What follows belongs to an exercise in optimizing a design on an open flow for small area and a short achievable clock period; a production flow would make more cautious choices.
The RTL was checked by simulation tests, not by an equivalence proof against the original design.

north:
Design groove_sample_scheduler, start of the top module:
module groove_sample_scheduler #(
    parameter int DEPTH = 4
) (
    input  logic        clk,
    input  logic        reset,
    input  logic        sync_start,
    input  logic [31:0] sig_time,
    input  logic        dir,
    input  logic [31:0] afll_ltr,
    input  logic [31:0] afll_rtl,
    input  logic        pos_valid,
    output logic        pos_ready,
    input  logic [15:0] pos_in,
    output logic        fire,
    output logic [31:0] fire_time,
    output logic        missed,
    output logic        busy
);
    localparam int AW = $clog2(DEPTH);
    localparam logic [AW:0] FULL = (AW+1)'(DEPTH);
    logic               started, st_m1, st_m2, st_wait, st_fire;
    logic               first, can_push;
    logic [15:0]        mem [DEPTH];
    logic [AW-1:0]      wr_ptr, rd_ptr;
    logic [AW:0]        count, count_nx;
    logic [31:0]        base, dur, durn, target;
    logic [5:0]         dg_nx;
    logic [2:0]         b_one, b_two, b_neg;
    logic               c5;
    logic               xg, yg;      
    logic [31:0]        cr;
    logic               push, pop, st_ready, hit, m1_nx, m2_nx, wait_nx, fire_nx;
    logic [15:0]        head;
    logic [3:0]         head_nx;
    logic [31:0]        x, y;
    logic [37:0]        r;
    logic signed [31:0] d;
    assign st_ready  = started && !(st_m1 || st_m2 || st_wait || st_fire);
    assign pos_ready = can_push && !sync_start;
  ...
Settings: LEC_CHECK=0, ABC_AREA=1, CAP_MARGIN=20, CORE_MARGIN=2, CORE_UTILIZATION=40, PLACE_DENSITY=0.8, SETUP_SLACK_MARGIN=4.8, SLEW_MARGIN=20, TNS_END_PERCENT=0; clock period 9.0 ns.
standard.sh (not shown) runs the stock make flow with config.mk's settings and CLKGATE_MAP_FILE= SYNTH_SCRIPT=/design/flow/synth_recipe.tcl, a recipe that flattens the netlist after the stock synthesis.
==> flow/flow/run.sh <==
#!/bin/bash
# The standard layout (the standard.sh: ORFS synthesis, floorplan, power grid,
# placement, CTS and routing) with two changes:
#  - synthesis skips the generic ABC pass that Yosys's synth runs before the adder
#    extraction (SYNTH_ARGS=-noabc), so the full adders are extracted from the RTL's own
#    adder tree without inverters between them; the liberty-mapped ABC pass still runs,
#    and the registers are the same as the standard synthesis's;
#  - the port buffers are inserted as buf_1 cells rather than the larger cell the
#    resizer picks by default; timing repair still resizes them as needed.
set -euo pipefail
export SYNTH_ARGS="-noabc"
export BUFFER_PORTS_ARGS="-buffer_cell sky130_fd_sc_hd__buf_1"
bash standard.sh > standard.log 2>&1
No stage failed in north, and the final checks on the layout all came back clean.
Inputs modified between north and south:
- swapping 1 for 0 in ABC_AREA
- swapping 0 for 10 in TNS_END_PERCENT
[summary]
south finished every step from synthesis to the final layout, and the layout passed the timing, DRC and antenna checks. north and south ended up with roughly the same required arrival time at the worst endpoint. Flop-to-flop setup slack: south lower than north. There was hardly any difference in register area between north and south. Summary of the comparison: aggregate global-route resource usage is higher in south, relative to north. south leaves less setup margin than north. What north reported for synthesized instance count has to be multiplied by 0.78 to get the figure for south.
Here is what was changed in the inputs of east compared with south.
- swapping 4.8 for 5 in SETUP_SLACK_MARGIN
- swapping 0 for 1 in ABC_AREA
[summary]
The run showing the greater number of nets in the layout is east.
Going from south to east, total of cells resized after clock tree synthesis grows by 62%.
Relative to south, count of cells along the worst hold path increased by 1 in east.
Looking only at sequential share of layout area, and setting everything else aside, the higher value of south and east goes to south.
The lower amount of wire on met2 after detailed routing of south and east is in south.
Both conditions hold for east: the flow ran to the end and the final layout passed the timing, DRC and antenna checks.
In summary, south completed successfully, with a layout that passed the timing, DRC and antenna checks.
Max number of buffers and inverters on the critical path across south and east: east
> inputs changed (east -> west)
- SETUP_SLACK_MARGIN: 5 -> 4.8
[summary]
Taking east as the reference, in west maximum fanout encountered on the critical timing path increased 3.
Compared to east, west has maximum number of pins on one net before global-route repair 29% lower.
STATUS first-iteration DRC count: west wins against east
There was hardly any difference in final period utilization between east and west.
The slowest stage cell on the critical path comes out sky130_fd_sc_hd__fa_1 in one run and sky130_fd_sc_hd__fa_2 in the other, namely in west and east respectively.
For middle, these inputs were changed with respect to west:
- CTS_CLUSTER_SIZE now 30, previously not set
Notes after the runs:
Final cell count: middle vs west identical. Via count: west vs middle identical. From west to middle the numbers moved as follows: number of nets produced by synthesis held steady, buffer and inverter count on the worst path has remained practically unchanged, transition time at the pin with the least slew margin shows no meaningful change.


groove_sample_scheduler, a different RTL version from the one above (not shown whole).
For scale: about 190 flip-flops, about 150 I/O pins.
Design groove_sample_scheduler, start of the top module:
module groove_sample_scheduler #(
    parameter int DEPTH = 4
) (
    input  logic        clk,
    input  logic        reset,
    input  logic        sync_start,
    input  logic [31:0] sig_time,
    input  logic        dir,
    input  logic [31:0] afll_ltr,
    input  logic [31:0] afll_rtl,
    input  logic        pos_valid,
    output logic        pos_ready,
    input  logic [15:0] pos_in,
    output logic        fire,
    output logic [31:0] fire_time,
    output logic        missed,
    output logic        busy
);
==> flow/config.mk <==
export PLATFORM = sky130hd
export DESIGN_NAME = groove_sample_scheduler
export DESIGN_NICKNAME = groove_sample_scheduler
export VERILOG_FILES = /design/flow/design.v
export SDC_FILE = /design/flow/constraint.sdc
export NUM_CORES = 4
export LEC_CHECK = 0
export ABC_AREA = 1
export CAP_MARGIN = 20
export CORE_MARGIN = 2
export CORE_UTILIZATION = 40
export GPL_ROUTABILITY_DRIVEN = 0
export PLACE_DENSITY = 0.8
export SETUP_SLACK_MARGIN = 4.8
export SLEW_MARGIN = 20
export TNS_END_PERCENT = 10
==> flow/constraint.sdc <==
create_clock -name core_clock -period 9.0 [get_ports {clk}]
set_input_delay 1.8000 -clock core_clock [delete_from_list [all_inputs] [get_ports {clk}]]
set_output_delay 1.8000 -clock core_clock [all_outputs]
set_load 0.01 [all_outputs]
Scripts as last shown in full above: flow/flow/run.sh
Edit:
--- a/flow/config.mk
+++ b/flow/config.mk
@@ -11,4 +11,3 @@
 export CORE_UTILIZATION = 40
-export GPL_ROUTABILITY_DRIVEN = 0
-export PLACE_DENSITY = 0.8
+export PLACE_DENSITY = 0.7
 export SETUP_SLACK_MARGIN = 4.8
Result: Design area hardly moves. Utilization decreases by 0.14 points. Register-to-register slack is better by 70 ps. Setup slack is better by 71 ps.
Edit:
--- a/flow/config.mk
+++ b/flow/config.mk
@@ -11,3 +11,3 @@
 export CORE_UTILIZATION = 40
-export PLACE_DENSITY = 0.7
+export PLACE_DENSITY = 0.9
 export SETUP_SLACK_MARGIN = 4.8
- worst setup slack degrades by 47 ps
- count of clock-buffer cells in the layout climbs by 1
- die area is unchanged
- clock skew climbs by 15 ps
- worst hold slack degrades by 6.2 ps
- area after synthesis is unchanged
- fmax drops slightly
Edit:
--- a/flow/config.mk
+++ b/flow/config.mk
@@ -11,4 +11,4 @@
 export CORE_UTILIZATION = 40
-export PLACE_DENSITY = 0.9
-export SETUP_SLACK_MARGIN = 4.8
+export PLACE_DENSITY = 0.8
+export SETUP_SLACK_MARGIN = 4.95
 export SLEW_MARGIN = 20
Result: Final area went up by 0.45%; hold slack improves by 3.6 ps; setup slack improves by 52 ps; synthesized area stays the same; wire length goes down by 2.7%; non-clock buffer count is lower by 4.


## v27
Another version of the RTL of groove_sample_scheduler (not shown whole).
For scale: ~1700 cells after synthesis, ~190 flip-flops, roughly 150 I/O pins.
==> flow/config.mk <==
export PLATFORM = sky130hd
export DESIGN_NAME = groove_sample_scheduler
export DESIGN_NICKNAME = groove_sample_scheduler
export VERILOG_FILES = /design/flow/design.v
export SDC_FILE = /design/flow/constraint.sdc
export NUM_CORES = 4
export LEC_CHECK = 0
export ABC_AREA = 1
export CAP_MARGIN = 20
export CORE_MARGIN = 2
export CORE_UTILIZATION = 40
export PLACE_DENSITY = 0.92
export SETUP_SLACK_MARGIN = 4.8
export SLEW_MARGIN = 20
export TNS_END_PERCENT = 100
==> flow/constraint.sdc <==
create_clock -name core_clock -period 9.0 [get_ports {clk}]
set_input_delay 1.8000 -clock core_clock [delete_from_list [all_inputs] [get_ports {clk}]]
set_output_delay 1.8000 -clock core_clock [all_outputs]
set_load 0.01 [all_outputs]
Scripts as last shown in full above: flow/flow/run.sh
v27 completed every stage of the flow, and the final layout passed the timing, DRC and antenna checks.
Input changes introduced in v52 (baseline for comparison: v27):
diff --git a/flow/config.mk b/flow/config.mk
--- a/flow/config.mk
+++ b/flow/config.mk
@@ -9,6 +9,6 @@
 export CAP_MARGIN = 20
 export CORE_MARGIN = 2
-export CORE_UTILIZATION = 40
-export PLACE_DENSITY = 0.92
+export CORE_UTILIZATION = 60
+export PLACE_DENSITY = 0.7
 export SETUP_SLACK_MARGIN = 4.8
 export SLEW_MARGIN = 20
## What came out
- Across v27 and v52, none had a timing, DRC or antenna violation.
- On v52: area added between synthesis and finish is 0.61 points lower than what v27 gave.
- Route | v52 vs v27 | wire shorter in v52
- From v27 to v52 the numbers moved as follows: routed metal-1 wire length up about 7.5%, number of primary I/O pins flat, die outline area down about 33%, detailed route wirelength on metal3 down 21%.
- v52 vs v27, cell with the largest stage delay on the worst path: clkbuf_4 vs clkbuf_16
- The initial core utilization number comes out higher for v52 vs v27.
- v27 → v52: sequential portion of the cell area went up; post-layout minimum cycle time went down.
What v20 does differently from v52 at the input level:
==> flow/flow/run.sh <==
#!/bin/bash
# The standard layout (the standard.sh: ORFS synthesis, floorplan, power grid,
# placement, CTS and routing) with three changes:
#  - synthesis skips the generic ABC pass that Yosys's synth runs before the adder
#    extraction (SYNTH_ARGS=-noabc), so the full adders are extracted from the RTL's own
#    adder tree without inverters between them; the liberty-mapped ABC pass still runs,
#    and the registers are the same as the standard synthesis's;
#  - the port buffers are inserted as buf_1 cells rather than the larger cell the
#    resizer picks by default; timing repair still resizes them as needed;
#  - flow/io.tcl keeps the sync_start and pos_ready pins side by side.
set -euo pipefail
export SYNTH_ARGS="-noabc"
export BUFFER_PORTS_ARGS="-buffer_cell sky130_fd_sc_hd__buf_1"
export IO_CONSTRAINTS="$PWD/flow/io.tcl"
bash standard.sh > standard.log 2>&1
==> flow/flow/io.tcl (new file) <==
# Keep the sync_start input and the pos_ready output, which sync_start drives through
# one gate, next to each other on the die's edge.
set_io_pin_constraint -group -order -pin_names {sync_start pos_ready}
diff --git a/flow/config.mk b/flow/config.mk
--- a/flow/config.mk
+++ b/flow/config.mk
@@ -9,6 +9,6 @@
 export CAP_MARGIN = 20
 export CORE_MARGIN = 2
-export CORE_UTILIZATION = 60
-export PLACE_DENSITY = 0.7
+export CORE_UTILIZATION = 40
+export PLACE_DENSITY = 0.8
 export SETUP_SLACK_MARGIN = 4.8
 export SLEW_MARGIN = 20
Notes after the runs:
- v20 vs v52: count of fill cells added during filler insertion up by more than half
- v52 → v20: sequential share of layout area about even; design area about even; largest clock skew in the final design about even; synthesized netlist cell count about even.
- Comparing v52 with v20, the critical path required time came out essentially unchanged.
#### Input delta (v10 over v20)
==> flow/flow/run.sh <==
#!/bin/bash
# The standard layout (the standard.sh: ORFS synthesis, floorplan, power grid,
# placement, CTS and routing) with two changes:
#  - synthesis skips the generic ABC pass that Yosys's synth runs before the adder
#    extraction (SYNTH_ARGS=-noabc), so the full adders are extracted from the RTL's own
#    adder tree without inverters between them; the liberty-mapped ABC pass still runs,
#    and the registers are the same as the standard synthesis's;
#  - the port buffers are inserted as buf_1 cells rather than the larger cell the
#    resizer picks by default; timing repair still resizes them as needed.
set -euo pipefail
export SYNTH_ARGS="-noabc"
export BUFFER_PORTS_ARGS="-buffer_cell sky130_fd_sc_hd__buf_1"
bash standard.sh > standard.log 2>&1
diff --git a/flow/config.mk b/flow/config.mk
--- a/flow/config.mk
+++ b/flow/config.mk
@@ -10,4 +10,5 @@
 export CORE_MARGIN = 2
 export CORE_UTILIZATION = 40
+export GPL_TIMING_DRIVEN = 0
 export PLACE_DENSITY = 0.8
 export SETUP_SLACK_MARGIN = 4.8
removed: flow/flow/io.tcl
Results
Compared with v20, in v10 fraction of area in registers has decreased, count of instances resized after the clock tree is built now sits higher.
[compare] base=v20 new=v10: first-iteration DRC count higher, layout clock buffer count up 1, worst setup slack went down.
v10 vs v20 on via count: v10 is the higher one.
NOTE: average detailed-routed wire length per instance in v10 exceeds that of v20
Input changes introduced in v8 (baseline for comparison: v10):
diff --git a/flow/config.mk b/flow/config.mk
--- a/flow/config.mk
+++ b/flow/config.mk
@@ -10,7 +10,6 @@
 export CORE_MARGIN = 2
 export CORE_UTILIZATION = 40
-export GPL_TIMING_DRIVEN = 0
 export PLACE_DENSITY = 0.8
-export SETUP_SLACK_MARGIN = 4.8
+export SETUP_SLACK_MARGIN = 4.6
 export SLEW_MARGIN = 20
 export TNS_END_PERCENT = 100
## What came out
- Going from v10 to v8, source-to-sink clock delay at the later pin of the worst-skew pair comparable, per-cell via count in the routed design lower, final worst-path setup slack dropped 150 ps, worst setup slack before clock tree synthesis increased by 150 ps relative to the old numbers.
- Diff v8..v10 | adder-cell share of the synthesized area | unchanged
- After detailed routing, v10 needs more wire than v8.
- Number of cells on the worst hold path in v8 is 2 higher than in v10
- Combined buffer and inverter count along the critical path came out lower on v8 than on v10.
Here is what was changed in the inputs of v42 compared with v8.
diff --git a/flow/config.mk b/flow/config.mk
--- a/flow/config.mk
+++ b/flow/config.mk
@@ -10,6 +10,5 @@
 export CORE_MARGIN = 2
 export CORE_UTILIZATION = 40
-export PLACE_DENSITY = 0.8
-export SETUP_SLACK_MARGIN = 4.6
+export SETUP_SLACK_MARGIN = 4.8
 export SLEW_MARGIN = 20
 export TNS_END_PERCENT = 100
Findings:
- Relative to v8, the met3 demand-to-capacity share in global routing of v42 is lower by 0.68 points.
- Average via count per standard cell | v42 below v8
- v8 → v42: clock buffer count in the final layout decreased 1.
- Relative to v8, the fraction of the cycle the final worst path needs of v42 is lower by 1.9 points.

## port drivers added, routing unchanged
In the flow no input, the clock included, has a driving cell. The finished layouts below were timed again as built, in two steps. Step 1 (the two cells are an assumption about what drives the block):
set clk [get_ports {clk}]
set_driving_cell -lib_cell sky130_fd_sc_hd__clkbuf_16 $clk
set_driving_cell -lib_cell sky130_fd_sc_hd__buf_2 [delete_from_list [all_inputs] $clk]
Step 2 also shifts input and output timing later by t, the mid clock arrival at the registers, as if the neighbouring blocks saw the same clock. a / b / c = ideal ports / drivers / drivers and shift; a / b = the first two.
run | shift t [ns] | slack for setup (ns) | worst register clock-pin slew, ns | worst data-port slew with drivers (ns) | pins driven straight from the clock port
north | 0.492 | 4.662 / 4.662 / 4.662 | 0.08 / 0.08 | 0.09 | 1
south | 0.496 | 4.396 / 4.396 / 4.396 | 0.09 / 0.09 | 0.11 | 1
east | 0.501 | 4.703 / 4.703 / 4.289 | 0.09 / 0.09 | 0.12 | 1
west | 0.492 | 4.716 / 4.716 / 4.716 | 0.08 / 0.08 | 0.08 | 1
middle | 0.492 | 4.716 / 4.716 / 4.716 | 0.08 / 0.08 | 0.08 | 1
the first run of note 2 | 0.502 | 4.719 / 4.719 / 4.422 | 0.09 / 0.09 | 0.12 | 1
the second run of note 2 | 0.511 | 4.791 / 4.786 / 4.786 | 0.09 / 0.09 | 0.06 | 1
the third run of note 2 | 0.500 | 4.744 / 4.744 / 4.639 | 0.10 / 0.10 | 0.08 | 1
the fourth run of note 2 | 0.490 | 4.795 / 4.787 / 4.456 | 0.08 / 0.08 | 0.13 | 1
v27 | 0.493 | 4.811 / 4.676 / 4.630 | 0.09 / 0.09 | 0.21 | 1
v52 | 0.497 | 4.816 / 4.763 / 4.763 | 0.10 / 0.10 | 0.07 | 1
v20 | 0.516 | 4.863 / 4.755 / 4.755 | 0.09 / 0.09 | 0.16 | 1
v10 | 0.522 | 4.816 / 4.769 / 4.769 | 0.08 / 0.08 | 0.06 | 1
v8 | 0.517 | 4.666 / 4.642 / 4.642 | 0.08 / 0.08 | 0.07 | 1
v42 | 0.524 | 4.833 / 4.793 / 4.793 | 0.09 / 0.09 | 0.05 | 1
After both steps every run listed still meets setup and hold. The setup slack of east, which loses most, moves by 0.000 ns with the drivers and by -0.414 ns with both steps.
